Source: an optimization exercise on an open RTL-to-GDS flow (aim: small area and a short achievable clock period). Production flows keep margins and buffers that such runs may drop. Only simulation tests tie the RTL to the original design; equivalence was not proved. Power figures rest on the tool's default switching activity, not on a simulated workload.

### flow/design.v
module fft_peak_detector (
  input  logic                clk,
  input  logic                rstn,
  input  logic                valid_in,
  input  logic [16*13-1:0]    din_re,
  input  logic [16*13-1:0]    din_im,
  output logic                peak_valid_o,
  output logic [8:0]          peak_idx_o,
  output logic [13:0]         peak_mag_o,
  output logic [15:0]         frame_cnt_o
);
  function automatic logic gt14(input logic [13:0] a, input logic [13:0] b);
    logic g;
    g = 1'b0;
    for (int i = 0; i < 14; i++) g = (a[i] & ~b[i]) | (a[i] & g) | (~b[i] & g);
    gt14 = g;
  endfunction
  logic        x_valid;
  logic [4:0]  x_s0 [16];
  logic [4:0]  x_s1 [16];
  logic [4:0]  x_s2 [16];
  logic [15:0] x_si;
  function automatic logic [4:0] add4(input logic [3:0] a, input logic [3:0] b, input logic ci);
    logic [4:0] c;
    logic [3:0] s;
    c[0] = ci;
    for (int i = 0; i < 4; i++) begin
      s[i]   = a[i] ^ b[i] ^ c[i];
      c[i+1] = (a[i] & b[i]) | (a[i] & c[i]) | (b[i] & c[i]);
    end
    add4 = {c[4], s};
  endfunction
  always_ff @(posedge clk) begin
    for (int l = 0; l < 16; l++) begin
      logic [12:0] re, im;
      logic [11:0] a, b;
      re = din_re[13*l +: 13];
      im = din_im[13*l +: 13];
      a = re[11:0] ^ {12{re[12]}};
      b = im[11:0] ^ {12{im[12]}};
      x_s0[l] <= add4(a[3:0], b[3:0], re[12]);
      x_s1[l] <= add4(a[7:4], b[7:4], 1'b0);
      x_s2[l] <= add4(a[11:8], b[11:8], 1'b0);
      x_si[l] <= im[12];
    end
  end
  function automatic logic [13:0] finish(input logic [4:0] s0, input logic [4:0] s1,
                                         input logic [4:0] s2, input logic si);
    logic [13:0] v;
    logic [13:0] w;
    logic [14:0] c;
    logic [13:0] m;
    v = {1'b0, s2[4], s2[3:0], s1[3:0], s0[3:0]};
    w = {5'd0, s1[4], 3'd0, s0[4], 4'd0};
    c[0] = si;
    for (int i = 0; i < 14; i++) begin
      m[i]   = v[i] ^ w[i] ^ c[i];
      c[i+1] = (v[i] & w[i]) | (v[i] & c[i]) | (w[i] & c[i]);
    end
    finish = m;
  endfunction
  logic [13:0] m1 [16];
  logic [13:0] m2 [8];
  logic [0:0]  i2 [8];
  logic [13:0] m3 [4];
  logic [1:0]  i3 [4];
  always_comb begin
    for (int l = 0; l < 16; l++) m1[l] = finish(x_s0[l], x_s1[l], x_s2[l], x_si[l]);
    for (int l = 0; l < 8; l++) begin
      i2[l] = gt14(m1[2*l+1], m1[2*l]);
      m2[l] = i2[l] ? m1[2*l+1] : m1[2*l];
    end
    for (int l = 0; l < 4; l++) begin
      if (gt14(m2[2*l+1], m2[2*l])) begin
        m3[l] = m2[2*l+1]; i3[l] = {1'b1, i2[2*l+1]};
      end else begin
        m3[l] = m2[2*l];   i3[l] = {1'b0, i2[2*l]};
      end
    end
  end
  logic        y_valid;
  logic [13:0] y_mag [4];
  logic [1:0]  y_lane [4];
  always_ff @(posedge clk) begin
    for (int q = 0; q < 4; q++) begin
      y_mag[q]  <= m3[q];
      y_lane[q] <= i3[q];
    end
  end
  logic [4:0]  beat;         
  logic        done;
  logic [13:0] run_mag;
  logic [8:0]  run_idx;
  logic        peak_valid;
  logic [8:0]  peak_idx;
  logic [13:0] peak_mag;
  logic [15:0] frame_cnt;
  always_ff @(posedge clk or negedge rstn) begin
    if (!rstn) begin
      x_valid <= 1'b0;
      y_valid <= 1'b0;
      beat    <= '0;
      done    <= 1'b0;
    end else begin
      x_valid <= valid_in;
      y_valid <= x_valid;
      if (y_valid) beat <= beat + 5'd1;
      done <= y_valid && (beat == 5'd31);
    end
  end
  logic [13:0] m4 [2];
  logic [2:0]  i4 [2];
  logic [13:0] best_mag;
  logic [3:0]  best_lane;
  always_comb begin
    for (int h = 0; h < 2; h++) begin
      if (gt14(y_mag[2*h+1], y_mag[2*h])) begin
        m4[h] = y_mag[2*h+1]; i4[h] = {1'b1, y_lane[2*h+1]};
      end else begin
        m4[h] = y_mag[2*h];   i4[h] = {1'b0, y_lane[2*h]};
      end
    end
    if (gt14(m4[1], m4[0])) begin
      best_mag = m4[1]; best_lane = {1'b1, i4[1]};
    end else begin
      best_mag = m4[0]; best_lane = {1'b0, i4[0]};
    end
  end
  always_ff @(posedge clk) begin
    if (y_valid && (beat == 5'd0 || gt14(best_mag, run_mag))) begin
      run_mag <= best_mag;
      run_idx <= {beat, best_lane};
    end
  end
  always_ff @(posedge clk or negedge rstn) begin
    if (!rstn) begin
      peak_valid <= 1'b0;
      peak_idx   <= '0;
      peak_mag   <= '0;
      frame_cnt  <= '0;
    end else begin
      peak_valid <= done;
      if (done) begin
        peak_idx  <= run_idx;
        peak_mag  <= run_mag;
        frame_cnt <= frame_cnt + 16'd1;
      end
    end
  end
  assign peak_valid_o = peak_valid;
  assign peak_idx_o   = peak_idx;
  assign peak_mag_o   = peak_mag;
  assign frame_cnt_o  = frame_cnt;
endmodule
### flow/flow/run.sh
#!/bin/bash
# The standard layout (standard.sh) with these changes: buf_1 cells as the port buffers, an
# area-oriented ABC mapping script (flow/abc_area.script) for synthesis, and repair_timing
# aiming for a setup slack margin of 25.6 ns.
set -euo pipefail
export BUFFER_PORTS_ARGS="-buffer_cell sky130_fd_sc_hd__buf_1"
cp -r "$FLOW_HOME/scripts" scripts_custom
cp flow/abc_area.script scripts_custom/abc_area.script
bash standard.sh SCRIPTS_DIR="$PWD/scripts_custom" SETUP_SLACK_MARGIN=25.6 finish > standard.log 2>&1
### flow/flow/abc_area.script
strash
&get -n
&fraig -x
&put
scorr
dc2
strash
&get -n
&dch -f
&nf -R 1000
&put
topo
stime -c
upsize -c -D 4000
dnsize -c -D 4000
### flow/standard.sh
#!/bin/bash
# synth_recipe.tcl (not shown) runs the flow's synth.tcl, then flattens the netlist and writes it again
# the make line also repeats each setting of config.mk as NAME=value (left out here)
make -C /OpenROAD-flow-scripts/flow DESIGN_CONFIG=/design/flow/config.mk WORK_HOME=/design/flow/orfs CLKGATE_MAP_FILE= SYNTH_SCRIPT=/design/flow/synth_recipe.tcl "${@:-finish}"
### flow/config.mk
export PLATFORM = sky130hd
export DESIGN_NAME = fft_peak_detector
export DESIGN_NICKNAME = fft_peak_detector
export VERILOG_FILES = /design/flow/design.v
export SDC_FILE = /design/flow/constraint.sdc
export NUM_CORES = 4
export LEC_CHECK = 0
export ABC_AREA = 1
export CAP_MARGIN = 20
export CORE_MARGIN = 2
export CORE_UTILIZATION = 40
export CTS_CLUSTER_DIAMETER = 80
export CTS_CLUSTER_SIZE = 30
export SLEW_MARGIN = 20
### flow/constraint.sdc
create_clock -name core_clock -period 34.0 [get_ports {clk}]
set_input_delay 6.8000 -clock core_clock [delete_from_list [all_inputs] [get_ports {clk}]]
set_output_delay 6.8000 -clock core_clock [all_outputs]
set_load 0.01 [all_outputs]
==> results of run 1 <==
cell families (layout without fill, tap and decap cells):
kind of cell | Yosys count | count (layout) | synth area share (%)
adder cells (fa/ha/maj) | 455 | 455 | 29.2
XOR/XNOR | 395 | 395 | 14.7
flip-flops | 391 | 391 | 35.3
AO/OA/AOI/OAI | 359 | 362 | 9.26
AND/OR/NAND/NOR | 267 | 267 | 4.59
buffers and inverters | 184 | 709 | 2.94
multiplexers | 86 | 86 | 3.88
other | 0 | 1 | 0
worst paths after layout:
check	start	cells past startpoint	slack [ns]	to
worst min-delay path	x_valid$_DFF_PN0_	0	0.39	y_valid$_DFF_PN0_
worst max register to register	x_si[5]$_DFF_P_	30	25.84	y_mag[1][3]$_DFF_P_
min in group asynchronous	rstn	2	6.35	peak_idx[4]$_DFFE_PN0P_
worst min register to register	x_valid$_DFF_PN0_	0	0.39	y_valid$_DFF_PN0_
worst max-delay path	din_im[194]	6	25.70	x_s0[14][3]$_DFF_P_
max in group asynchronous	rstn	2	27.24	peak_mag[0]$_DFFE_PN0P_
layout make-up:
type	count	share of cell area (%)
inverter	184	2.50
clock inverter	14	0.729
clock buffer	26	2.16
multi-input combinational	1565	53.9
tap	765	3.46
antenna	1	0.00905
timing repair buffer	485	7.17
sequential	391	30.0
state kept, by name, summed over array words and instances (netlist names):
register    cells
x_s0           80
x_s1           80
x_s2           80
y_mag          56
frame_cnt      16
x_si           16
peak_mag       14
run_mag        14
peak_idx        9
run_idx         9
y_lane          8
beat            5
done            1
peak_valid      1
x_valid         1
y_valid         1
cells in the final DEF (no fill, tap or decap), types with 94 or more instances in the layout:
| cell | Yosys | final |
|---|---|---|
| buf_1 | 0 | 425 |
| xor2_1 | 387 | 387 |
| dfxtp_1 | 320 | 318 |
| ha_1 | 212 | 208 |
| a21oi_1 | 136 | 131 |
| nor2_1 | 127 | 126 |
| fa_1 | 176 | 112 |
| nand2_1 | 109 | 109 |
| clkinv_1 | 93 | 94 |
synth_stat cells (all sizes together) (2+ instances only):
master | number | area (sq um)
nor2 | 127 | 477
edfxtp | 23 | 691
dfrtp | 48 | 1200
o211ai | 3 | 22.5
mux2 | 40 | 450
nand2 | 109 | 409
fa | 176 | 3520
o221ai | 6 | 52.6
o32ai | 6 | 78.8
o21ai | 99 | 495
nor3 | 2 | 10.0
mux2i | 46 | 460
a22oi | 15 | 113
dfxtp | 320 | 6410
o22ai | 45 | 282
inv | 91 | 342
nand4 | 3 | 18.8
a31oi | 8 | 56.3
a221oi | 13 | 114
clkinv | 93 | 349
maj3 | 67 | 691
a2bb2oi | 2 | 17.5
and3 | 9 | 56.3
ha | 212 | 2650
xor2 | 387 | 3390
xnor2 | 8 | 70.1
o2bb2ai | 16 | 159
a21oi | 138 | 713
nand2b | 12 | 75.1
layer usage:
metal / vias up / track usage (%) / routed length, um
li1: 8255 / - / -
met1: 7879 / 24.3 / 25000
met2: 334 / 30.4 / 26100
met3: 69 / 1.91 / 2040
met4: 2 / 4.16 / 1320
met5: - / 0 / 13
power breakdown:
part	internal (mW)	switching (mW)	leakage, nW
Sequential	0.660	0.0807	3.56
Clock	0.149	0.167	0.378
Combinational	0.658	0.977	8.00
Total	1.47	1.22	11.9
per-stage QoR:
step | hold slack (ns) | worst slack [ns] | cell area [sq um] | utilization, %
after floorplan | 0.331 | 25.56 | 23700 | -
after global placement | 0.379 | 24.74 | 26500 | 45.7
after detailed placement | 0.355 | 24.64 | 26500 | 45.7
after CTS | 0.398 | 25.56 | 27500 | 47.5
after global routing | 0.412 | 25.57 | 27600 | 47.7
final | 0.390 | 25.70 | 27600 | 47.7
worst max-delay path: cells and delay by family:
| family | cells | cell delay [ns] |
|---|---|---|
| xor+xnor | 1 | 0.17 |
| mux | 1 | 0.29 |
| buf+inv | 1 | 0.34 |
| fa+ha+maj | 3 | 1.12 |
timing repair:
action                                  CTS  global route
resized for setup                        43            32
endpoints found under the setup margin  111            61
pin swaps                                 7            23
cloned                                    3             0
buffers inserted                          8             7
==> results.cfg, run 1 <==
[placed_design]
hpwl_um = 45800
gp_congestion = 0.889
dp_cells = 3372
portBuffers = 458

[power_and_ir_drop]
power.leakage_nw = 11.9
ir_worst_vdd_uv = 56.5
p_total_mw = 2.69
power_density_nw_per_um2 = 97.4

[layout]
fill_cells = 5408
multi_input_area_sq_um = 14900
syn_to_final_growth_pct = 17.7
drive_above_1_share_pct = 9.76
nets = 3457
seq_area_sq_um = 8300
fin_cells = 3431

[yosys]
syn_area_sq_um = 23500
synth_seq_cells = 391
ys.warnings.count = 13
ys.flop_type = dfxtp_1
synthArstFlopShare_pct = 12.3
synth_cells = 2137
synth_fp_nets = 2944
synthDistinctLibCells = 51
synth_enable_flop_cells = 23
synth.avg_cell_area_sq_um = 11.0
synth-seq-area-share_pct = 35.3

[worst_setup_path]
cp.required_ns = 34.43
cpMostUsedCell = fa_2
crit_path_end_kind = register
slowest_delay_ns = 0.44
critPathKind = in2reg
critPathMaxFanout = 13
critPathArrivalTime_ns = 8.73
cp_slowest_cell = fa_1
crit_chain = buf_2, xor2_1, mux2_4, fa_2, fa_2, fa_1
start_kind = input port

[cts]
cts_buffer_depth = 3
cts_tree = done
cts.clk_slew.worst_paths_ns = 0.09
clkLatencyLatePin_ns = 0.56
numCtsBuffers = 23
h-tree-depth = 1
ctsHoldBuffers = 0
cts-root-buf = clkbuf_16
cts_sinks = 391

[routing]
vias_per_cell = 4.82
drc_errors = 0
num_vias = 16500
antenna_left = 0
post_drt_wl_per_cell_um = 15.9
wl_um = 54400
first_pass_iters = 5
first_iter_violations = 816

[timing]
finalCriticalPeriod_ns = 8.30
worst_pin_slew_ns = 1.07
fin_tns_setup_ns = 0
skew_ns = 0.0202
finalSetupViolCount = 0
finalMaxSlewViolations = 0
rsz0062_at_grt = false
fin_crit_sh_pct = 24.4
slew-limit-headroom_pct = 28.5
max_freq_ghz = 0.120
hold_violations = 0

[flow_run]
max_cap_viol_count = 0

[grt]
antenna_found_initial = 2
first_global_vias = 17300
globalRouteOverflowTotal = 0
grt.total_usage_pct = 17.8
grt_pass1_wl_um = 86700
grt_max_degree = 49

[floorplanning]
dieArea_sq_um = 60700
rows = 88
io_pins = 459
die_x_um = 246
core_region_area_sq_um = 57900
initial_core_util_pct = 40.5
die_h_um = 246

[worst_hold_path]
holdCritPathClass = reg2reg

[outcome]
run_status = no timing/DRC/antenna violations
==> run 2: changes to the inputs <==
--- a/flow/flow/abc_area.script
+++ b/flow/flow/abc_area.script
@@ -11,2 +11,7 @@
 &put
+strash
+dch -f
+&get -n
+&nf -R 1000
+&put
 topo
==> results.cfg, run 2 <==
[outcome]
run_status = no timing/DRC/antenna violations

[floorplanning]
dieArea_sq_um = 61000
die_x_um = 247
initial_core_util_pct = 40.2
core_region_area_sq_um = 58700
die_h_um = 247
rows = 89
io_pins = 459

[worst_setup_path]
worst-path-buf-inv = 1
cp.required_ns = 34.45
critPathMaxFanout = 13
crit_path_end_kind = register
slowest_delay_ns = 0.43
critPathKind = in2reg
cpMostUsedCell = fa_1
r2r_slack_ns = 26.44
reg2reg_from = x_si[3]$_DFF_P_
cp_top_family = adder cells
critPathArrivalTime_ns = 8.82
crit_chain = clkdlybuf4s15_2, xor2_1, ha_1, fa_1, fa_2, fa_1
cp_slowest_cell = fa_1
start_kind = input port
reg2reg_to = y_lane[0][0]$_DFF_P_
worstRegToRegCells = 32

[routing]
first_iter_violations = 659
wl_um = 54200
first_pass_iters = 5
antenna_left = 0
drc_errors = 0
num_vias = 16500
vias_per_cell = 4.86
post_drt_wl_per_cell_um = 16.0

[cts]
cts_sinks = 391
cts_tree = done
numCtsBuffers = 24
ctsHoldBuffers = 0
cts_buffer_depth = 3
cts_setup_buffers = 0
cts-root-buf = clkbuf_16
clkLatencyLatePin_ns = 0.59
h-tree-depth = 1
cts.clk_slew.worst_paths_ns = 0.11

[timing]
rsz0062_at_grt = false
fin_tns_setup_ns = 0
skew_ns = 0.0210
hold_violations = 0
slew-limit-headroom_pct = 31.8
finalSetupViolCount = 0
worst_pin_slew_ns = 1.02
finalCriticalPeriod_ns = 8.37
fin_crit_sh_pct = 24.6
whs_ns = 0.360
max_freq_ghz = 0.119
finalMaxSlewViolations = 0
timing.final.ws_setup_ns = 25.63

[yosys]
synthTopCellsByCount = xor2_1 (355), dfxtp_1 (320), ha_1 (212)
syn_area_sq_um = 23600
synthArstFlopShare_pct = 12.3
ys.warnings.count = 13
ys.flop_type = dfxtp_1
synth_seq_cells = 391
synthTopCellsByArea = dfxtp_1 (27%), fa_1 (15%), xor2_1 (13%)
synth.most_common_cell = xor2_1
yosysTopAreaCellShare_pct = 27.1
synth_enable_flop_cells = 23
synthDistinctLibCells = 56
synth.avg_cell_area_sq_um = 11.2
synth_cells = 2107
synth_area_leader_cell = dfxtp_1
synth-seq-area-share_pct = 35.1
synth_fp_nets = 2914

[power_and_ir_drop]
ir_worst_vdd_uv = 65.3
power_density_nw_per_um2 = 94.9
power.leakage_nw = 11.7

[worst_hold_path]
holdCritPathClass = reg2reg
worstHoldEndpoint = y_valid$_DFF_PN0_
hp-start = x_valid$_DFF_PN0_
whs_path_depth = 0

[grt]
grt_max_degree = 49
globalRouteOverflowTotal = 0
antenna_found_initial = 0
first_global_vias = 17100
grt_pass1_wl_um = 85600
grt.total_usage_pct = 17.6

[placed_design]
dp_cells = 3347
portBuffers = 458
gp_congestion = 0.844
hpwl_um = 45700
placedInstanceArea_sq_um = 26600
dp_slack_ns = 24.78

[layout]
fill_cells = 5372
fin_cells = 3391
drive_above_1_share_pct = 5.81
syn_to_final_growth_pct = 16.9
layout_common_cells = buf_1 (425), xor2_1 (355), dfxtp_1 (320), ha_1 (212), clkinv_1 (186)
antennaDiodeCount = 0
finalInstanceArea_sq_um = 27600
final_common_cell = buf_1
reg.largest.list = x_s0 (80), x_s1 (80), x_s2 (80)
nets = 3407

[flow_run]
max_cap_viol_count = 0
==> run 2: cell types whose count changed after synthesis, sizes merged, moves of 22 or more <==
cell / delta
a21oi: -27
mux2i: +46
nor2: -27
xnor2: +33
xor2: -32
inv: -88
clkinv: +93
o21ai: -34
nand2: -22
maj3: -49
==> run 2: what timing repair did <==
item	4_1_cts	5_1_grt
resized for setup	44	6
setup endpoints to repair	89	19
hold endpoints to repair	0	0
==> run 2: where the power goes <==
group          total [mW]  internal, mW  switching (mW)
clock               0.336         0.153           0.183
combinational        1.54         0.618           0.918
sequential          0.748         0.661          0.0874
total                2.62          1.43            1.19
==> run 2: how the worst max path moves through the flow <==
| stage | from | endpoint | cells past startpoint |
|---|---|---|---|
| finish | din_im[25] | x_s1[1][3]$_DFF_P_ | 6 |
| global route | din_im[25] | x_s1[1][3]$_DFF_P_ | 6 |
| CTS | din_re[207] | x_s1[15][3]$_DFF_P_ | 6 |
| detailed placement | din_im[116] | x_s2[8][3]$_DFF_P_ | 6 |
| global placement | din_im[116] | x_s1[8][3]$_DFF_P_ | 6 |
| floorplan | din_re[12] | x_s1[0][3]$_DFF_P_ | 5 |
==> run 2: area by class of cell <==
type	instances	area (sq um)	area share, %
sequential	391	8300	30.1
multi-input combinational	1527	14800	53.7
tap	773	967	3.50
clock buffer	24	601	2.18
timing repair buffer	467	1920	6.94
clock inverter	20	295	1.07
inverter	189	709	2.57
==> run 2: routing by layer <==
layer  vias to the layer above  global-route usage [%]  part of all wire, %
met5                         -                       0                    0
met4                         0                    4.77                  2.8
met3                        74                    2.31                  4.0
met2                       328                    31.5                   50
met1                      7878                    22.1                   43
li1                       8214                       -                    -
==> run 2: kinds of logic (layout without fill, tap and decap cells) <==
kind of cell / after synthesis / after routing / share of synthesized area, %
AO/OA/AOI/OAI: 358 / 358 / 10.0
XOR/XNOR: 396 / 396 / 14.7
adder cells (fa/ha/maj): 406 / 406 / 26.9
buffers and inverters: 189 / 700 / 3.00
flip-flops: 391 / 391 / 35.1
multiplexers: 139 / 139 / 6.14
AND/OR/NAND/NOR: 228 / 228 / 4.05
==> run 2: worst register-to-register path: cells and delay by family, from the launching register on <==
| family | cells | cell delay [ns] |
|---|---|---|
| compound gates | 14 | 2.89 |
| buf+inv | 1 | 0.09 |
| mux | 2 | 0.68 |
| fa+ha+maj | 14 | 3.32 |
| simple gates | 1 | 0.17 |
| flops | 1 | 0.32 |
==> run 2: through the flow <==
step / total power, mW / util [%]
floorplan: 1.85 / -
global placement: 2.27 / 45.3
detailed placement: 2.30 / 45.3
CTS: 2.65 / 47.0
global route: 2.86 / 47.0
finish: 2.62 / 47.0
==> run 3: changes to the inputs <==
==> flow/flow/abc_area.script (replaced) <==
strash
&get -n
&fraig -x
&put
scorr
dc2
strash
&get -n
&dch -f
&nf -R 1000
&put
topo
stime -c
upsize -c -D 4000
dnsize -c -D 4000
--- a/flow/config.mk
+++ b/flow/config.mk
@@ -11,4 +11,3 @@
 export CORE_UTILIZATION = 40
-export CTS_CLUSTER_DIAMETER = 80
-export CTS_CLUSTER_SIZE = 30
+export CTS_BUF_LIST = sky130_fd_sc_hd__clkbuf_4 sky130_fd_sc_hd__clkbuf_8
 export SLEW_MARGIN = 20
==> results.cfg, run 3 <==
[worst_setup_path]
critPathMaxFanout = 13
crit_path_start = din_im[194]
cp_top_family = adder cells
cpMostUsedCell = fa_2
start_kind = input port
crit_path_end_kind = register
critPathArrivalTime_ns = 8.88
cp_slowest_cell = fa_1
slowest_delay_ns = 0.43
reg2reg_from = x_si[5]$_DFF_P_
critPathKind = in2reg
cp.required_ns = 34.50
worst-path-buf-inv = 1
crit_chain = clkdlybuf4s15_2, xor2_1, mux2_4, fa_2, fa_2, fa_1

[timing]
finalMaxSlewViolations = 0
fin_tns_setup_ns = 0
rsz0062_at_grt = false
finalCriticalPeriod_ns = 8.38
fin_crit_sh_pct = 24.7
skew_ns = 0.0241
max_freq_ghz = 0.119
hold_violations = 0
slew-limit-headroom_pct = 28.1
finalSetupViolCount = 0
timing.final.ws_setup_ns = 25.62
worst_pin_slew_ns = 1.08
whs_ns = 0.386

[placed_design]
portBuffers = 458
dp_slack_ns = 24.64
gp_congestion = 0.889
hpwl_um = 45800

[floorplanning]
core_region_area_sq_um = 57900
io_pins = 459
initial_core_util_pct = 40.5
die_x_um = 246
dieArea_sq_um = 60700
rows = 88
die_h_um = 246

[yosys]
synth.avg_cell_area_sq_um = 11.0
synthTopCellsByCount = xor2_1 (387), dfxtp_1 (320), ha_1 (212)
ys.warnings.count = 13
synth_enable_flop_cells = 23
synthDistinctLibCells = 51
syn_area_sq_um = 23500
synthArstFlopShare_pct = 12.3
synth_fp_nets = 2944
synth.most_common_cell = xor2_1
synth_area_leader_cell = dfxtp_1
yosysTopAreaCellShare_pct = 27.3
synth_cells = 2137
ys.flop_type = dfxtp_1
synth-seq-area-share_pct = 35.3
synthTopCellsByArea = dfxtp_1 (27%), fa_1 (15%), xor2_1 (14%)
synth_seq_cells = 391

[power_and_ir_drop]
swShare_pct = 43.8
pwr-share-clk_pct = 16.7
p_int_mw = 1.60
ir_worst_vdd_uv = 53.2
p_total_mw = 2.85
p_sw_mw = 1.25
seqPwrFrac_pct = 26.0
power_density_nw_per_um2 = 100
power.leakage_nw = 12.4
p_comb_share_pct = 57.3

[layout]
fill_cells = 5384
multi_input_area_sq_um = 14900
layout_common_cells = buf_1 (425), xor2_1 (387), dfxtp_1 (318), ha_1 (208), a21oi_1 (131)
syn_to_final_growth_pct = 21.2
seq_area_sq_um = 8300
nets = 3506
final_common_cell = buf_1
drive_above_1_share_pct = 12.7
reg.largest.list = x_s0 (80), x_s1 (80), x_s2 (80)

[routing]
vias_per_cell = 4.82
first_iter_violations = 752
antenna_left = 0
post_drt_wl_per_cell_um = 15.8
wl_um = 55700
drc_errors = 0
first_pass_iters = 5
num_vias = 17000

[grt]
grt_max_degree = 49
grt_pass1_wl_um = 88800
grt.total_usage_pct = 18.5
globalRouteOverflowTotal = 0
antenna_found_initial = 4
first_global_vias = 17900

[cts]
cts.clk_slew.worst_paths_ns = 0.06
h-tree-depth = 3
cts_tree = done
numCtsBuffers = 71
cts-root-buf = clkbuf_8
cts_buffer_depth = 3
cts_sinks = 391
ctsHoldBuffers = 0
clkLatencyLatePin_ns = 0.63

[flow_run]
max_cap_viol_count = 0

[worst_hold_path]
holdCritPathClass = reg2reg
hp-start = x_valid$_DFF_PN0_

[outcome]
run_status = no timing/DRC/antenna violations
## run 3: cell types whose count changed after synthesis, moves of 33 or more
cell      delta
xnor2_1     -33
inv_1       +58
clkinv_1    -93
o21ai_1     +61
maj3_1      +33
mux2i_1     -46
## run 3: worst paths after layout
kind	endpoint	slack, ns	cells past startpoint
min in group asynchronous	peak_mag[7]$_DFFE_PN0P_	6.28	2
hold / removal	y_valid$_DFF_PN0_	0.39	0
hold reg to reg	y_valid$_DFF_PN0_	0.39	0
setup reg to reg	y_mag[1][0]$_DFF_P_	25.87	32
setup / recovery	x_s0[14][3]$_DFF_P_	25.62	6
max in group asynchronous	frame_cnt[13]$_DFFE_PN0P_	27.31	2
## run 3: worst reg2reg max path, delay by kind of cell (launching register included)
kind / cells / cell delay, ns
fa+ha+maj: 20 / 5.91
compound gates: 7 / 1.07
flops: 1 / 0.33
simple gates: 2 / 0.28
mux: 1 / 0.23
buf+inv: 2 / 0.17
## run 3: logic make-up after synthesis
logic type,count (synthesis),synth area share (%)
mux,86,3.88
simple gates,267,4.59
compound gates,359,9.26
fa+ha+maj,455,29.2
xor+xnor,395,14.7
flops,391,35.3
buf+inv,184,2.94
## run 3: timing repair
item,CTS,global route
gates cloned,3,0
endpoints found under the setup margin,70,77
gates resized for setup,36,28
buffers inserted,8,8
pin swaps,7,24
## run 3: area by class of cell
type / instances / area share [%]
multi-input cells: 1565 / 52.4
flip-flops and latches: 391 / 29.2
repair buffers: 486 / 7.10
clock buffers: 108 / 4.87
well taps: 765 / 3.36
inverters: 184 / 2.43
clock inverters: 19 / 0.629
diodes: 3 / 0.0264
## run 3: power by group through the flow
stage,registers (mW),logic (mW),clock network [mW]
after floorplan,0.725,1.12,0
after global placement,0.749,1.52,0
after detailed placement,0.752,1.55,0
after CTS,0.744,1.61,0.496
after global routing,0.759,1.86,0.516
final,0.742,1.63,0.477
## run 3: stage by stage
stage	instances	utilization, %	instance area [sq um]
after floorplan	2137	-	23700
after global placement	3372	45.7	26500
after detailed placement	3372	45.7	26500
after CTS	3510	48.8	28300
after global routing	3520	49.1	28400
final	3521	49.1	28400
## run 3: metal layers
metal | global-route usage, % | routed length (um)
met1 | 24.2 | 24700
met2 | 30.9 | 26800
met3 | 3.45 | 2860
met4 | 5.74 | 1270
met5 | 0 | 13
==> run 4: changes to the inputs <==
==> flow/flow/run.sh (replaced) <==
#!/bin/bash
# The standard layout (standard.sh) with these changes: buf_1 cells as the port buffers, an
# area-oriented ABC mapping script (flow/abc_area.script) for synthesis, and repair_timing
# aiming for a setup slack margin of 25.9 ns.
set -euo pipefail
export BUFFER_PORTS_ARGS="-buffer_cell sky130_fd_sc_hd__buf_1"
cp -r "$FLOW_HOME/scripts" scripts_custom
cp flow/abc_area.script scripts_custom/abc_area.script
bash standard.sh SCRIPTS_DIR="$PWD/scripts_custom" SETUP_SLACK_MARGIN=25.9 finish > standard.log 2>&1
==> results.cfg, run 4 <==
[outcome]
run_status = no timing/DRC/antenna violations

[floorplanning]
die_x_um = 246
initial_core_util_pct = 40.5
rows = 88
io_pins = 459
dieArea_sq_um = 60700
core_region_area_sq_um = 57900
die_h_um = 246

[grt]
grt.total_usage_pct = 18.7
first_global_vias = 17800
antenna_found_initial = 2
globalRouteOverflowTotal = 0
grt_max_degree = 49
grt_pass1_wl_um = 89800

[worst_setup_path]
cp.required_ns = 34.55
cpMostUsedCell = maj3_2
reg2reg_from = x_s0[5][0]$_DFF_P_
critPathMaxFanout = 8
critPathKind = reg2reg
setup.worst_path.end = y_mag[1][10]$_DFF_P_
critPathArrivalTime_ns = 8.78
crit_path_end_kind = register
worstRegToRegCells = 31
start_kind = register
reg2reg_to = y_mag[1][10]$_DFF_P_
r2r_slack_ns = 25.77
crit_path_start = x_s0[5][0]$_DFF_P_
cp_slowest_cell = maj3_2
slowest_delay_ns = 0.34

[routing]
post_drt_wl_per_cell_um = 16.0
antenna_left = 0
first_iter_violations = 717
wl_um = 56400
first_pass_iters = 6
drc_errors = 0
vias_per_cell = 4.82
num_vias = 17000

[yosys]
synth.most_common_cell = xor2_1
synthDistinctLibCells = 51
synth_fp_nets = 2944
synthArstFlopShare_pct = 12.3
synth_enable_flop_cells = 23
synthTopCellsByCount = xor2_1 (387), dfxtp_1 (320), ha_1 (212)
synthTopCellsByArea = dfxtp_1 (27%), fa_1 (15%), xor2_1 (14%)
ys.flop_type = dfxtp_1
ys.warnings.count = 13
synth_cells = 2137
synth_area_leader_cell = dfxtp_1
synth_seq_cells = 391
synth.avg_cell_area_sq_um = 11.0
syn_area_sq_um = 23500
synth-seq-area-share_pct = 35.3
yosysTopAreaCellShare_pct = 27.3

[cts]
numCtsBuffers = 70
cts_tree = done
cts_sinks = 391
cts-root-buf = clkbuf_8
ctsHoldBuffers = 0
h-tree-depth = 3
clkLatencyLatePin_ns = 0.65
cts_buffer_depth = 3
cts.clk_slew.worst_paths_ns = 0.06

[power_and_ir_drop]
ir_worst_vdd_uv = 61.2
power.leakage_nw = 12.4
power_density_nw_per_um2 = 99.4
p_total_mw = 2.88

[timing]
skew_ns = 0.0317
max_freq_ghz = 0.122
worst_pin_slew_ns = 0.940
slew-limit-headroom_pct = 36.8
finalCriticalPeriod_ns = 8.23
rsz0062_at_grt = true
finalMaxSlewViolations = 0
fin_tns_setup_ns = 0
fin_crit_sh_pct = 24.2
hold_violations = 0
finalSetupViolCount = 0

[layout]
reg.largest.list = x_s0 (80), x_s1 (80), x_s2 (80)
finalInstanceArea_sq_um = 28900
layout_common_cells = buf_1 (416), xor2_1 (371), dfxtp_1 (318), ha_1 (177), a21oi_1 (132)
seq_area_sq_um = 8300
multi_input_area_sq_um = 15300
nets = 3513
final_common_cell = buf_1
drive_above_1_share_pct = 17.5
fill_cells = 5320
syn_to_final_growth_pct = 23.3

[placed_design]
gp_congestion = 0.897
portBuffers = 458
placedInstanceArea_sq_um = 26900
hpwl_um = 46100

[worst_hold_path]
whs_path_depth = 0
holdCritPathClass = reg2reg

[flow_run]
max_cap_viol_count = 0
[run 4: cell counts after synthesis]
No cell type changed its count.
[run 4: worst min path at each step]
stage                     slack [ns]              start                end
final                           0.34  x_valid$_DFF_PN0_  y_valid$_DFF_PN0_
after global routing            0.36  x_valid$_DFF_PN0_  y_valid$_DFF_PN0_
after CTS                       0.35  x_valid$_DFF_PN0_  y_valid$_DFF_PN0_
after detailed placement        0.36  x_valid$_DFF_PN0_  y_valid$_DFF_PN0_
after global placement          0.34  x_valid$_DFF_PN0_  y_valid$_DFF_PN0_
after floorplan                 0.33  x_valid$_DFF_PN0_  y_valid$_DFF_PN0_
[run 4: timing repair]
item,4_1_cts,5_1_grt
cloned,4,0
pin swaps,24,10
setup buffers,10,11
gates resized for setup,101,43
hold endpoints to repair,0,0
endpoints found under the setup margin,136,73
[run 4: stage by stage]
step | cells | setup WS [ns] | util (%) | hold slack [ns]
after global placement | 3374 | 24.78 | 46.4 | 0.342
after CTS | 3513 | 25.89 | 49.6 | 0.349
after floorplan | 2137 | 25.56 | - | 0.331
after global routing | 3526 | 25.53 | 50.0 | 0.360
after detailed placement | 3374 | 24.70 | 46.4 | 0.360
final | 3527 | 25.77 | 50.0 | 0.344
[run 4: critical path, delay by kind of cell, from the launching register on]
| kind | cells | cell delay [ns] |
|---|---|---|
| fa+ha+maj | 20 | 6.01 |
| compound gates | 7 | 1.19 |
| flops | 1 | 0.33 |
| mux | 1 | 0.26 |
| buf+inv | 2 | 0.25 |
| simple gates | 1 | 0.10 |
[run 4: power breakdown]
| part | switching, mW | internal [mW] | total (mW) |
|---|---|---|---|
| clock network | 0.196 | 0.285 | 0.481 |
| logic | 0.993 | 0.661 | 1.65 |
| registers | 0.0835 | 0.661 | 0.745 |
| total | 1.27 | 1.61 | 2.88 |
[run 4: layout make-up]
| type | instances | share of cell area, % |
|---|---|---|
| clock buffer | 107 | 4.68 |
| tap | 765 | 3.31 |
| inverter | 184 | 2.39 |
| multi-input combinational | 1566 | 52.9 |
| antenna | 3 | 0.0259 |
| sequential | 391 | 28.7 |
| timing repair buffer | 493 | 7.32 |
| clock inverter | 18 | 0.700 |
[run 4: logic make-up (layout without fill, tap and decap cells)]
group | Yosys count | in the layout | synth area share, %
other | 0 | 3 | 0
buffers and inverters | 184 | 802 | 2.94
AO/OA/AOI/OAI | 359 | 363 | 9.26
flip-flops | 391 | 391 | 35.3
multiplexers | 86 | 86 | 3.88
XOR/XNOR | 395 | 395 | 14.7
adder cells (fa/ha/maj) | 455 | 455 | 29.2
AND/OR/NAND/NOR | 267 | 267 | 4.59
[run 4: layer usage]
| layer | share of wire, % | vias up | track usage [%] |
|---|---|---|---|
| met4 | 2.0 | 0 | 5.40 |
| met5 | 0 | - | 0 |
| li1 | - | 8397 | - |
| met2 | 47 | 402 | 30.9 |
| met1 | 46 | 8114 | 25.1 |
| met3 | 4.8 | 82 | 3.28 |
==> run 5: changes to the inputs <==
==> flow/flow/run.sh (replaced) <==
#!/bin/bash
# The standard layout (standard.sh) with these changes: buf_1 cells as the port buffers, an
# area-oriented ABC mapping script (flow/abc_area.script) for synthesis, and repair_timing
# aiming for a setup slack margin of 26.2 ns.
set -euo pipefail
export BUFFER_PORTS_ARGS="-buffer_cell sky130_fd_sc_hd__buf_1"
cp -r "$FLOW_HOME/scripts" scripts_custom
cp flow/abc_area.script scripts_custom/abc_area.script
bash standard.sh SCRIPTS_DIR="$PWD/scripts_custom" SETUP_SLACK_MARGIN=26.2 finish > standard.log 2>&1
==> results.cfg, run 5 <==
[timing]
slew-limit-headroom_pct = 41.7
finalSetupViolCount = 0
rsz0062_at_grt = true
finalMaxSlewViolations = 0
fin_tns_setup_ns = 0
finalCriticalPeriod_ns = 8.09
whs_ns = 0.352
hold_violations = 0
worst_pin_slew_ns = 0.867
max_freq_ghz = 0.124
skew_ns = 0.0173
fin_crit_sh_pct = 23.8

[routing]
drc_errors = 0
post_drt_wl_per_cell_um = 16.2
first_pass_iters = 5
antenna_left = 0
vias_per_cell = 4.81
first_iter_violations = 708
num_vias = 17600
wl_um = 59000

[yosys]
yosysTopAreaCellShare_pct = 27.3
synth.most_common_cell = xor2_1
synth_fp_nets = 2944
synthArstFlopShare_pct = 12.3
synth.avg_cell_area_sq_um = 11.0
synthTopCellsByCount = xor2_1 (387), dfxtp_1 (320), ha_1 (212)
synth_enable_flop_cells = 23
syn_area_sq_um = 23500
ys.warnings.count = 13
synth_seq_cells = 391
synth_area_leader_cell = dfxtp_1
synthTopCellsByArea = dfxtp_1 (27%), fa_1 (15%), xor2_1 (14%)
ys.flop_type = dfxtp_1
synthDistinctLibCells = 51
synth-seq-area-share_pct = 35.3
synth_cells = 2137

[floorplanning]
dieArea_sq_um = 60700
io_pins = 459
die_x_um = 246
die_h_um = 246
core_region_area_sq_um = 57900
rows = 88
initial_core_util_pct = 40.5

[worst_setup_path]
cp.required_ns = 34.52
crit_path_end_kind = register
reg2reg_to = y_mag[1][0]$_DFF_P_
reg2reg_from = x_si[5]$_DFF_P_
critPathArrivalTime_ns = 8.60
critPathMaxFanout = 7
r2r_slack_ns = 25.91
worstRegToRegCells = 32
slowest_delay_ns = 0.33
cpMostUsedCell = maj3_2
critPathKind = reg2reg
cp_slowest_cell = dfxtp_2
start_kind = register

[worst_hold_path]
holdCritPathClass = reg2reg
hp-start = x_valid$_DFF_PN0_
whs_path_depth = 0
worstHoldEndpoint = y_valid$_DFF_PN0_

[grt]
antenna_found_initial = 2
grt.total_usage_pct = 19.0
grt_pass1_wl_um = 91400
first_global_vias = 18100
globalRouteOverflowTotal = 0
grt_max_degree = 49

[layout]
syn_to_final_growth_pct = 31.9
fill_cells = 5108
drive_above_1_share_pct = 24.3
nets = 3637
layout_common_cells = buf_1 (368), xor2_1 (356), dfxtp_1 (318), ha_1 (175), fa_2 (144)
finish.utilization_pct = 53.5
final_common_cell = buf_1
reg.largest.list = x_s0 (80), x_s1 (80), x_s2 (80)
finalInstanceArea_sq_um = 31000

[placed_design]
gp_congestion = 0.874
portBuffers = 458
hpwl_um = 45900
placedInstanceArea_sq_um = 26900

[cts]
cts_sinks = 391
ctsHoldBuffers = 0
cts_tree = done
clkLatencyLatePin_ns = 0.63
cts.clk_slew.worst_paths_ns = 0.06
numCtsBuffers = 69
cts-root-buf = clkbuf_8
cts_buffer_depth = 3
h-tree-depth = 3

[outcome]
run_status = no timing/DRC/antenna violations

[flow_run]
max_cap_viol_count = 0

[power_and_ir_drop]
power_density_nw_per_um2 = 95.4
ir_worst_vdd_uv = 52.1
power.leakage_nw = 13.5
[run 5: cell counts after synthesis]
No cell type changed its count.
[run 5: cell families (layout without fill, tap and decap cells)]
kind of cell    count (synthesis)  count (layout)  share of synthesized area, %
fa+ha+maj                     455             455                          29.2
buf+inv                       184             921                          2.94
other cells                     0               2                             0
compound gates                359             365                          9.26
xor+xnor                      395             395                          14.7
flops                         391             391                          35.3
mux                            86              86                          3.88
simple gates                  267             267                          4.59
[run 5: layout make-up]
| type | instances | area [sq um] | area share, % |
|---|---|---|---|
| Multi-Input combinational cell | 1568 | 15600 | 50.5 |
| Sequential cell | 391 | 8300 | 26.8 |
| Timing Repair Buffer | 616 | 3920 | 12.7 |
| Clock buffer | 102 | 1280 | 4.13 |
| Tap cell | 765 | 957 | 3.09 |
| Inverter | 184 | 691 | 2.23 |
| Clock inverter | 19 | 161 | 0.521 |
| Antenna cell | 2 | 5.00 | 0.0162 |
[run 5: repair_timing]
| action | CTS | global route |
|---|---|---|
| gates cloned | 7 | 7 |
| pin swaps | 47 | 38 |
| gates resized for setup | 305 | 96 |
| setup buffers | 93 | 45 |
| endpoints found under the setup margin | 219 | 180 |
[run 5: how the worst max path moves through the flow]
stage          slack, ns  depth (start not counted)       startpoint                    to
2_1_floorplan      25.56                          5       din_im[12]    x_s0[0][3]$_DFF_P_
3_3_place_gp       24.77                          6      din_im[194]   x_s0[14][3]$_DFF_P_
3_5_place_dp       24.70                          6      din_im[194]   x_s0[14][3]$_DFF_P_
4_1_cts            25.82                         31  x_si[5]$_DFF_P_  y_lane[1][0]$_DFF_P_
5_1_grt            25.63                         32  x_si[5]$_DFF_P_   y_mag[1][6]$_DFF_P_
6_report           25.91                         32  x_si[5]$_DFF_P_   y_mag[1][0]$_DFF_P_
[run 5: layer usage]
metal  global-route usage, %  vias to the layer above  share of wire [%]
met1                    25.3                     8438                 45
met2                    31.8                      410                 49
met4                    4.93                        0                1.8
li1                        -                     8618                  -
met5                       0                        -                  0
met3                    3.36                       84                4.5
[run 5: critical path, delay by kind of cell (launching register included)]
family	cells	cell delay, ns
buffers and inverters	2	0.18
AO/OA/AOI/OAI	7	1.00
AND/OR/NAND/NOR	2	0.28
multiplexers	1	0.22
flip-flops	1	0.33
adder cells (fa/ha/maj)	20	5.99
[run 5: metrics by stage]
step	power [mW]	setup WS, ns	cells
6_report	2.95	25.91	3647
3_5_place_dp	2.31	24.70	3372
4_1_cts	2.87	25.82	3593
5_1_grt	3.22	25.63	3647
3_3_place_gp	2.28	24.77	3372
2_1_floorplan	1.85	25.56	2137
[run 5: power breakdown]
part	internal (mW)	total (mW)	switching (mW)	leakage (nW)
Sequential	0.661	0.745	0.0835	3.56
Clock	0.256	0.447	0.191	0.758
Combinational	0.741	1.76	1.02	9.13
==> run 6: changes to the inputs <==
--- a/flow/design.v
+++ b/flow/design.v
@@ -18,11 +18,9 @@
   logic        x_valid;
-  logic [4:0]  x_s0 [16];
-  logic [4:0]  x_s1 [16];
-  logic [4:0]  x_s2 [16];
+  logic [3:0]  x_s [16][4];
   logic [15:0] x_si;
-  function automatic logic [4:0] add4(input logic [3:0] a, input logic [3:0] b, input logic ci);
-    logic [4:0] c;
-    logic [3:0] s;
+  function automatic logic [3:0] add3(input logic [2:0] a, input logic [2:0] b, input logic ci);
+    logic [3:0] c;
+    logic [2:0] s;
     c[0] = ci;
-    for (int i = 0; i < 4; i++) begin
+    for (int i = 0; i < 3; i++) begin
       s[i]   = a[i] ^ b[i] ^ c[i];
@@ -30,3 +28,3 @@
     end
-    add4 = {c[4], s};
+    add3 = {c[3], s};
   endfunction
@@ -40,5 +38,3 @@
       b = im[11:0] ^ {12{im[12]}};
-      x_s0[l] <= add4(a[3:0], b[3:0], re[12]);
-      x_s1[l] <= add4(a[7:4], b[7:4], 1'b0);
-      x_s2[l] <= add4(a[11:8], b[11:8], 1'b0);
+      for (int k = 0; k < 4; k++) x_s[l][k] <= add3(a[3*k +: 3], b[3*k +: 3], k == 0 ? re[12] : 1'b0);
       x_si[l] <= im[12];
@@ -46,4 +42,5 @@
   end
-  function automatic logic [13:0] finish(input logic [4:0] s0, input logic [4:0] s1,
-                                         input logic [4:0] s2, input logic si);
+  function automatic logic [13:0] finish(input logic [3:0] s0, input logic [3:0] s1,
+                                         input logic [3:0] s2, input logic [3:0] s3,
+                                         input logic si);
     logic [13:0] v;
@@ -52,4 +49,4 @@
     logic [13:0] m;
-    v = {1'b0, s2[4], s2[3:0], s1[3:0], s0[3:0]};
-    w = {5'd0, s1[4], 3'd0, s0[4], 4'd0};
+    v = {1'b0, s3[3], s3[2:0], s2[2:0], s1[2:0], s0[2:0]};
+    w = {1'b0, 3'd0, s2[3], 2'd0, s1[3], 2'd0, s0[3], 3'd0};
     c[0] = si;
@@ -67,3 +64,3 @@
   always_comb begin
-    for (int l = 0; l < 16; l++) m1[l] = finish(x_s0[l], x_s1[l], x_s2[l], x_si[l]);
+    for (int l = 0; l < 16; l++) m1[l] = finish(x_s[l][0], x_s[l][1], x_s[l][2], x_s[l][3], x_si[l]);
     for (int l = 0; l < 8; l++) begin
==> flow/flow/run.sh (replaced) <==
#!/bin/bash
# The standard layout (standard.sh) with these changes: buf_1 cells as the port buffers, an
# area-oriented ABC mapping script (flow/abc_area.script) for synthesis, and repair_timing
# aiming for a setup slack margin of 25.8 ns.
set -euo pipefail
export BUFFER_PORTS_ARGS="-buffer_cell sky130_fd_sc_hd__buf_1"
cp -r "$FLOW_HOME/scripts" scripts_custom
cp flow/abc_area.script scripts_custom/abc_area.script
bash standard.sh SCRIPTS_DIR="$PWD/scripts_custom" SETUP_SLACK_MARGIN=25.8 finish > standard.log 2>&1
--- a/flow/config.mk
+++ b/flow/config.mk
@@ -11,3 +11,4 @@
 export CORE_UTILIZATION = 40
-export CTS_BUF_LIST = sky130_fd_sc_hd__clkbuf_4 sky130_fd_sc_hd__clkbuf_8
+export CTS_CLUSTER_DIAMETER = 80
+export CTS_CLUSTER_SIZE = 30
 export SLEW_MARGIN = 20
==> results.cfg, run 6 <==
[worst_setup_path]
worstRegToRegCells = 35
cp_top_family = adder cells
cp_slowest_cell = buf_1
critPathMaxFanout = 12
start_kind = input port
slowest_delay_ns = 0.56
crit_chain = buf_1, xor2_1, ha_1, fa_1, fa_1
setup.worst_path.end = x_s[63][2]$_DFF_P_
reg2reg_to = y_mag[0][6]$_DFF_P_
crit_path_start = din_re[207]
critPathKind = in2reg
crit_cells = 5
critPathArrivalTime_ns = 8.62
cpMostUsedCell = fa_1
cp.required_ns = 34.43
crit_path_end_kind = register
worst-path-buf-inv = 1
reg2reg_from = x_si[0]$_DFF_P_
r2r_slack_ns = 26.10

[layout]
final_common_cell = buf_1
max_flop_register = x_s
fill_cells = 5466
layout_common_cells = buf_1 (430), xor2_1 (389), dfxtp_1 (336), ha_1 (212), clkinv_1 (189)
largest_register_ff_count = 256
reg.largest.list = x_s (256), y_mag (56)
drive_above_1_share_pct = 4.91
syn_to_final_growth_pct = 16.2
antennaDiodeCount = 0
nets = 3441
finish.utilization_pct = 47.0

[timing]
fin_tns_setup_ns = 0
slew-limit-headroom_pct = 35.7
hold_violations = 0
rsz0062_at_grt = true
finalSetupViolCount = 0
finalCriticalPeriod_ns = 8.19
worst_pin_slew_ns = 0.965
fin_crit_sh_pct = 24.1
skew_ns = 0.0318
max_freq_ghz = 0.122
finalMaxSlewViolations = 0
timing.final.ws_setup_ns = 25.81

[floorplanning]
rows = 89
dieArea_sq_um = 61700
io_pins = 459
initial_core_util_pct = 40.4
core_region_area_sq_um = 59000
die_h_um = 248
die_x_um = 248

[cts]
cts_buffer_depth = 3
h-tree-depth = 1
cts-root-buf = clkbuf_16
clkLatencyLatePin_ns = 0.57
cts_tree = done
cts_sinks = 407
numCtsBuffers = 22
cts.clk_slew.worst_paths_ns = 0.11

[grt]
first_global_vias = 16900
grt.total_usage_pct = 17.2
grt_pass1_wl_um = 84800
globalRouteOverflowTotal = 0
grt_max_degree = 49
antenna_found_initial = 0

[placed_design]
dp_slack_ns = 24.99
portBuffers = 458
hpwl_um = 45200
gp_congestion = 0.860

[yosys]
synth_seq_cells = 407
yosysTopAreaCellShare_pct = 28.2
synth_enable_flop_cells = 23
synthTopCellsByArea = dfxtp_1 (28%), fa_1 (15%), xor2_1 (14%)
ys.flop_type = dfxtp_1
synthTopCellsByCount = xor2_1 (389), dfxtp_1 (336), ha_1 (212)
synth.most_common_cell = xor2_1
synth_area_leader_cell = dfxtp_1
ys.warnings.count = 11
synth_cells = 2135
synth_fp_nets = 2942
synth.avg_cell_area_sq_um = 11.2
synth-seq-area-share_pct = 36.1
synthDistinctLibCells = 53
synthArstFlopShare_pct = 11.8
syn_area_sq_um = 23900

[flow_run]
max_cap_viol_count = 0

[worst_hold_path]
holdCritPathClass = reg2reg

[routing]
wl_um = 54800
post_drt_wl_per_cell_um = 16.0
vias_per_cell = 4.84
num_vias = 16600
antenna_left = 0
drc_errors = 0
first_iter_violations = 716
first_pass_iters = 5

[power_and_ir_drop]
p_total_mw = 2.76
power_density_nw_per_um2 = 99.3
power.leakage_nw = 11.8
ir_worst_vdd_uv = 61.3

[outcome]
run_status = no timing/DRC/antenna violations
## run 6: cell count changes after synthesis, moves of 17 or more
cell / previous run / this run
a21oi_1: 136 / 110
clkinv_1: 93 / 189
inv_1: 59 / 1
inv_2: 32 / 2
maj3_1: 51 / 33
mux2i_1: 46 / 63
nor2_1: 127 / 106
o21ai_0: 34 / 86
o21ai_1: 65 / 10
## run 6: metal layers
metal	GRT usage, %	share of wire [%]	up-vias
li1	-	-	8249
met2	29.0	47	378
met5	0	0	-
met4	4.27	2.1	0
met3	2.11	4.5	57
met1	23.3	46	7882
## run 6: kinds of logic (layout without fill, tap and decap cells)
logic type	after synthesis	in the layout	synth area share, %
buffers and inverters	192	702	3.02
multiplexers	103	103	4.53
AND/OR/NAND/NOR	242	242	4.09
flip-flops	407	407	36.1
AO/OA/AOI/OAI	355	360	9.57
XOR/XNOR	395	395	14.5
adder cells (fa/ha/maj)	441	441	28.2
## run 6: cell type report
cell class	instances	area, sq um	area share [%]
clock inverter	13	211	0.762
inverter	192	721	2.60
timing repair buffer	470	1880	6.78
sequential	407	8620	31.1
clock buffer	27	612	2.20
multi-input combinational	1541	14700	53.1
tap	773	967	3.49
## run 6: stage by stage
step           hold slack (ns)  cells  area (sq um)
6_report                 0.368   3423         27700
5_1_grt                  0.392   3423         27700
4_1_cts                  0.374   3413         27500
3_5_place_dp             0.342   3372         26600
3_3_place_gp             0.349   3372         26600
2_1_floorplan            0.331   2135         23900
## run 6: worst min path at each step
stage                 startpoint           endpoint  depth (start not counted)
5_1_grt        x_valid$_DFF_PN0_  y_valid$_DFF_PN0_                          0
2_1_floorplan  x_valid$_DFF_PN0_  y_valid$_DFF_PN0_                          0
4_1_cts        x_valid$_DFF_PN0_  y_valid$_DFF_PN0_                          0
6_report       x_valid$_DFF_PN0_  y_valid$_DFF_PN0_                          0
3_3_place_gp   x_valid$_DFF_PN0_  y_valid$_DFF_PN0_                          0
3_5_place_dp   x_valid$_DFF_PN0_  y_valid$_DFF_PN0_                          0
## run 6: repair_timing
item,4_1_cts,5_1_grt
pin swaps,1,6
setup endpoints to repair,62,90
hold buffers,0,0
gates resized for setup,20,36
buffers inserted,0,4
cloned,1,6
## run 6: power by group
part / switching (mW) / internal (mW)
sequential: 0.0806 / 0.677
clock: 0.173 / 0.147
combinational: 1.01 / 0.667
==> run 7: changes to the inputs <==
==> flow/flow/run.sh (replaced) <==
#!/bin/bash
# The standard layout (standard.sh) with these changes: buf_1 cells as the port buffers (buf_4
# for inputs with many loads, flow/port_buffers.tcl), an area-oriented ABC mapping script
# (flow/abc_area.script) for synthesis, and repair_timing aiming for a setup slack margin of
# 25.8 ns.
set -euo pipefail
export BUFFER_PORTS_ARGS="-buffer_cell sky130_fd_sc_hd__buf_1"
export POST_GLOBAL_PLACE_TCL="$PWD/flow/port_buffers.tcl"
cp -r "$FLOW_HOME/scripts" scripts_custom
cp flow/abc_area.script scripts_custom/abc_area.script
bash standard.sh SCRIPTS_DIR="$PWD/scripts_custom" SETUP_SLACK_MARGIN=25.8 finish > standard.log 2>&1
==> flow/flow/port_buffers.tcl (new file) <==
# After global placement: an input port buffer that drives many pins (the lanes' sign bits)
# is upsized from buf_1 to buf_4.
foreach inst [get_cells input*] {
  set out [get_pins -of_objects $inst -filter "direction == output"]
  set net [get_nets -of_objects $out]
  set loads [get_pins -of_objects $net -filter "direction == input"]
  if {[llength $loads] > 6} {
    replace_cell $inst sky130_fd_sc_hd__buf_4
  }
}
==> results.cfg, run 7 <==
[power_and_ir_drop]
p_comb_share_pct = 61.0
p_sw_mw = 1.28
pwr-share-clk_pct = 11.8
ir_worst_vdd_uv = 59.1
seqPwrFrac_pct = 27.2
power.leakage_nw = 11.9
swShare_pct = 45.9
power_density_nw_per_um2 = 99.7
p_int_mw = 1.50

[routing]
drc_errors = 0
wl_um = 55000
vias_per_cell = 4.85
antenna_left = 0
post_drt_wl_per_cell_um = 16.0
first_pass_iters = 5
num_vias = 16600
first_iter_violations = 812

[layout]
drive_above_1_share_pct = 5.42
largest_register_ff_count = 256
layout_common_cells = buf_1 (425), xor2_1 (389), dfxtp_1 (336), ha_1 (212), clkinv_1 (188)
nets = 3448
finish.utilization_pct = 47.2
syn_to_final_growth_pct = 16.8
reg.largest.list = x_s (256), y_mag (56)
antennaDiodeCount = 0
fill_cells = 5490
max_flop_register = x_s
final_common_cell = buf_1

[yosys]
synth_area_leader_cell = dfxtp_1
syn_area_sq_um = 23900
synthDistinctLibCells = 53
synthTopCellsByArea = dfxtp_1 (28%), fa_1 (15%), xor2_1 (14%)
synth-seq-area-share_pct = 36.1
synth.most_common_cell = xor2_1
synthTopCellsByCount = xor2_1 (389), dfxtp_1 (336), ha_1 (212)
synth.avg_cell_area_sq_um = 11.2
synthArstFlopShare_pct = 11.8
ys.flop_type = dfxtp_1
synth_enable_flop_cells = 23
synth_cells = 2135
yosysTopAreaCellShare_pct = 28.2
synth_seq_cells = 407
synth_fp_nets = 2942
ys.warnings.count = 11

[cts]
cts.clk_slew.worst_paths_ns = 0.11
cts-root-buf = clkbuf_16
cts_sinks = 407
clkLatencyLatePin_ns = 0.59
cts_tree = done
h-tree-depth = 1
cts_buffer_depth = 3
numCtsBuffers = 23

[grt]
first_global_vias = 17000
grt_util_met2_pct = 29.0
grt.total_usage_pct = 17.3
busiest_layer = met2
globalRouteOverflowTotal = 0
grt_pass1_wl_um = 85200
antenna_found_initial = 0
global_route.usage.met3_pct = 2.19
grt_use_met1_pct = 23.4
grt_max_degree = 49

[placed_design]
portBuffers = 458
hpwl_um = 45400
dp_slack_ns = 25.51

[worst_setup_path]
crit_path_end_kind = primary output
cp_top_family = flip-flops
critPathArrivalTime_ns = 1.21
r2r_slack_ns = 26.09
worstRegToRegCells = 34
reg2reg_to = y_mag[0][5]$_DFF_P_
start_kind = register
critPathMaxFanout = 5
worst-path-buf-inv = 1
cp_slowest_cell = dfrtp_1
crit_chain = buf_1
cp.required_ns = 27.20
critPathKind = reg2out
reg2reg_from = x_si[1]$_DFF_P_
slowest_delay_ns = 0.42

[timing]
slew-limit-headroom_pct = 37.0
fin_crit_sh_pct = 23.6
timing.final.ws_setup_ns = 25.99
worst_pin_slew_ns = 0.945
rsz0062_at_grt = false
finalMaxSlewViolations = 0
max_freq_ghz = 0.125
skew_ns = 0.0352
finalSetupViolCount = 0
fin_tns_setup_ns = 0
finalCriticalPeriod_ns = 8.01
hold_violations = 0

[floorplanning]
dieArea_sq_um = 61700
initial_core_util_pct = 40.4
core_region_area_sq_um = 59000
rows = 89
io_pins = 459
die_x_um = 248
die_h_um = 248

[worst_hold_path]
worstHoldEndpoint = y_valid$_DFF_PN0_
whs_path_depth = 0
holdCritPathClass = reg2reg
hp-start = x_valid$_DFF_PN0_

[outcome]
run_status = no timing/DRC/antenna violations

[flow_run]
max_cap_viol_count = 0
## run 7: cell counts after synthesis
No cell type changed its count.
## run 7: timing repair
action,in CTS,in global routing
pin swaps,1,6
hold buffers,0,0
setup endpoints to repair,27,53
buffers inserted,0,11
gates cloned,1,5
resized for setup,1,23
## run 7: cell type report
cell class / instances / area (sq um) / area share, %
multi-input combinational: 1540 / 14700 / 52.8
tap: 773 / 967 / 3.47
clock inverter: 17 / 253 / 0.907
inverter: 192 / 721 / 2.59
sequential: 407 / 8620 / 30.9
clock buffer: 25 / 593 / 2.13
timing repair buffer: 477 / 2010 / 7.21
## run 7: cell families after synthesis
kind of cell | synth area share (%)
AOI/OAI and AO/OA | 9.57
and+or+nand+nor | 4.09
DFF | 36.1
buffers and inverters | 3.02
adders and majority gates | 28.2
xor gates and xnor gates | 14.5
muxes | 4.53
## run 7: stage by stage
step / hold WS [ns] / instances / total power, mW / instance area (sq um)
after CTS: 0.373 / 3415 / 2.69 / 27600
final: 0.367 / 3431 / 2.78 / 27900
after floorplan: 0.331 / 2135 / 1.89 / 23900
after detailed placement: 0.342 / 3372 / 2.35 / 26700
after global placement: 0.349 / 3372 / 2.32 / 26600
after global routing: 0.393 / 3431 / 3.02 / 27900
## run 7: worst max path at each step
stage                                   startpoint             endpoint  slack (ns)  cells past startpoint
after floorplan                         din_im[12]    x_s[0][2]$_DFF_P_       25.82                      4
after global placement                 din_im[181]   x_s[52][2]$_DFF_P_       25.09                      5
after detailed placement                din_im[64]   x_s[16][2]$_DFF_P_       25.51                      5
after CTS                          x_si[0]$_DFF_P_  y_mag[0][0]$_DFF_P_       25.88                     35
after global routing               x_si[2]$_DFF_P_  y_mag[0][3]$_DFF_P_       25.78                     38
final                     frame_cnt[1]$_DFFE_PN0P_       frame_cnt_o[1]       25.99                      1
## run 7: routing by layer
layer	up-vias	routed length [um]
met1	7912	25300
li1	8262	-
met4	0	1530
met5	-	0
met2	393	25800
met3	76	2450
## run 7: power groups by stage
stage               clock (mW)  sequential [mW]  combinational [mW]
finish                   0.327            0.757                1.69
floorplan                    0            0.744                1.15
CTS                      0.342            0.760                1.59
detailed placement           0            0.769                1.58
global placement             0            0.767                1.55
global route             0.360            0.774                1.89
==> run 8: changes to the inputs <==
--- a/flow/flow/abc_area.script
+++ b/flow/flow/abc_area.script
@@ -11,2 +11,7 @@
 &put
+strash
+dch -f
+&get -n
+&nf -R 1000
+&put
 topo
==> results.cfg, run 8 <==
[outcome]
run_status = no timing/DRC/antenna violations

[yosys]
synth_seq_cells = 407
synth_area_leader_cell = dfxtp_1
synthArstFlopShare_pct = 11.8
ys.warnings.count = 11
synthDistinctLibCells = 58
syn_area_sq_um = 23900
yosysTopAreaCellShare_pct = 28.2
synth.avg_cell_area_sq_um = 11.1
synth.most_common_cell = xor2_1
synth_cells = 2142
synth_fp_nets = 2949
synthTopCellsByCount = xor2_1 (356), dfxtp_1 (336), ha_1 (212)
synthTopCellsByArea = dfxtp_1 (28%), fa_1 (15%), xor2_1 (13%)
synth-seq-area-share_pct = 36.1
synth_enable_flop_cells = 23
ys.flop_type = dfxtp_1

[layout]
reg.largest.list = x_s (256), y_mag (56)
largest_register_ff_count = 256
final_common_cell = buf_1
drive_above_1_share_pct = 4.40
max_flop_register = x_s
nets = 3446
fill_cells = 5469
syn_to_final_growth_pct = 16.9
layout_common_cells = buf_1 (425), xor2_1 (356), dfxtp_1 (336), ha_1 (212), clkinv_1 (182)

[timing]
finalCriticalPeriod_ns = 8.06
skew_ns = 0.0301
max_freq_ghz = 0.124
rsz0062_at_grt = false
hold_violations = 0
worst_pin_slew_ns = 0.917
slew-limit-headroom_pct = 38.5
fin_crit_sh_pct = 23.7
finalSetupViolCount = 0
finalMaxSlewViolations = 0
timing.final.ws_setup_ns = 25.94
fin_tns_setup_ns = 0

[placed_design]
dp_slack_ns = 25.61
portBuffers = 458
hpwl_um = 47300

[cts]
cts-root-buf = clkbuf_16
h-tree-depth = 1
cts_setup_buffers = 0
numCtsBuffers = 28
ctsHoldBuffers = 0
cts_buffer_depth = 3
clkLatencyLatePin_ns = 0.61
cts_sinks = 407
cts_tree = done
post_cts_resized = 0
cts.clk_slew.worst_paths_ns = 0.10

[power_and_ir_drop]
power_density_nw_per_um2 = 101
p_total_mw = 2.81
power.leakage_nw = 11.9
ir_worst_vdd_uv = 67.6

[worst_setup_path]
cp.required_ns = 27.20
crit_path_end_kind = primary output
crit_chain = buf_1
critPathKind = reg2out
start_kind = register
critPathMaxFanout = 6
cp_slowest_cell = dfrtp_1
slowest_delay_ns = 0.47
critPathArrivalTime_ns = 1.26
cp_top_family = flip-flops
worst-path-buf-inv = 1

[routing]
vias_per_cell = 4.89
num_vias = 16800
post_drt_wl_per_cell_um = 16.5
antenna_left = 0
wl_um = 56700
first_pass_iters = 7
drc_errors = 0
first_iter_violations = 746

[floorplanning]
io_pins = 459
core_region_area_sq_um = 59000
initial_core_util_pct = 40.5
die_h_um = 248
rows = 89
die_x_um = 248
dieArea_sq_um = 61700

[grt]
grt.total_usage_pct = 18.0
grt_max_degree = 49
first_global_vias = 17000
grt_pass1_wl_um = 87800
globalRouteOverflowTotal = 0
antenna_found_initial = 3

[worst_hold_path]
holdCritPathClass = reg2reg

[flow_run]
max_cap_viol_count = 0
run 8: changes by cell type after synthesis, moves of 8 or more:
cell      change
maj3_2       -20
nor2_1       +20
xor2_1       -33
nand2_1      -20
inv_1        +11
a21oi_1       +8
xnor2_1      +36
mux2i_1      +17
a22oi_1       +8
maj3_1       -19
o21ai_0      -38
o221ai_1     +15
run 8: cells by family after synthesis:
logic type                 after synthesis  synth area share [%]
DFF                                    407                  36.1
adders and majority gates              402                  26.5
xor gates and xnor gates               398                  14.6
AOI/OAI and AO/OA                      372                  10.4
and+or+nand+nor                        244                  4.14
buffers and inverters                  202                  3.18
muxes                                  117                  5.10
run 8: layer usage:
metal  share of wire, %  up-vias  track usage (%)  routed length [um]
met5                  0        -                0                   0
met2                 48      361             30.5               27200
met4                3.1        0             5.53                1750
met1                 45     8025             24.0               25500
li1                   -     8328                -                   -
met3                3.9       83             2.19                2230
run 8: cell type report:
type                    count  area, sq um  area share (%)
multi-input cells        1533        14500            52.1
inverters                 202          758            2.72
clock inverters            23          413            1.48
well taps                 773          967            3.47
clock buffers              29          704            2.52
repair buffers            467         1910            6.84
diodes                      3         7.51          0.0269
flip-flops and latches    407         8620            30.9
run 8: power breakdown:
group	internal (mW)	total, mW	switching [mW]
Clock	0.178	0.399	0.221
Combinational	0.637	1.64	1.00
Sequential	0.680	0.770	0.0894
run 8: metrics by stage:
stage / area (sq um) / hold WS (ns) / cells / util, %
6_report: 27900 / 0.363 / 3437 / 47.3
5_1_grt: 27900 / 0.372 / 3437 / 47.3
4_1_cts: 27900 / 0.369 / 3434 / 47.2
3_5_place_dp: 26800 / 0.346 / 3382 / 45.3
3_3_place_gp: 26600 / 0.342 / 3382 / 45.1
2_1_floorplan: 23900 / 0.331 / 2142 / -
run 8: final timing paths:
check | from | to | slack (ns) | cells past startpoint
max | frame_cnt[6]$_DFFE_PN0P_ | frame_cnt_o[6] | 25.94 | 1
min in group asynchronous | rstn | frame_cnt[14]$_DFFE_PN0P_ | 6.28 | 2
max in group asynchronous | rstn | peak_idx[1]$_DFFE_PN0P_ | 27.28 | 2
min | x_valid$_DFF_PN0_ | y_valid$_DFF_PN0_ | 0.36 | 0
max reg2reg | x_si[5]$_DFF_P_ | y_mag[1][10]$_DFF_P_ | 26.67 | 33
min reg2reg | x_valid$_DFF_PN0_ | y_valid$_DFF_PN0_ | 0.36 | 0

## re-timing with driven ports
The flow's constraints put no driver on any port. The routed layouts listed below were extracted and timed again, unchanged, in two steps.
Step 1 (the two cells are an assumption about what drives the block):
set clk [get_ports {clk}]
set_driving_cell -lib_cell sky130_fd_sc_hd__clkbuf_16 $clk
set_driving_cell -lib_cell sky130_fd_sc_hd__buf_2 [delete_from_list [all_inputs] $clk]
Step 2 also shifts input and output timing later by t, the mid clock arrival at the registers, as if the neighbouring blocks saw the same clock.
Three values: ideal, step 1, step 2; two values: the first two.
| run | shift t [ns] | slack for setup (ns) | worst setup path after step 2 |
|---|---|---|---|
| run 1 | 0.605 | 25.696 / 25.721 / 25.116 | input to register |
| run 2 | 0.634 | 25.628 / 25.665 / 25.031 | input to register |
| run 3 | 0.674 | 25.618 / 25.644 / 24.970 | input to register |
| run 4 | 0.683 | 25.770 / 25.770 / 25.216 | input to register |
| run 5 | 0.675 | 25.913 / 25.913 / 25.295 | input to register |
| run 6 | 0.618 | 25.813 / 25.848 / 25.230 | input to register |
| run 7 | 0.633 | 25.988 / 25.925 / 25.498 | input to register |
| run 8 | 0.657 | 25.941 / 25.883 / 25.604 | input to register |
After both steps setup and hold are still met in every run listed. For run 3, which loses most, drivers alone change the setup slack by +0.026 ns; drivers and shift together by -0.648 ns.
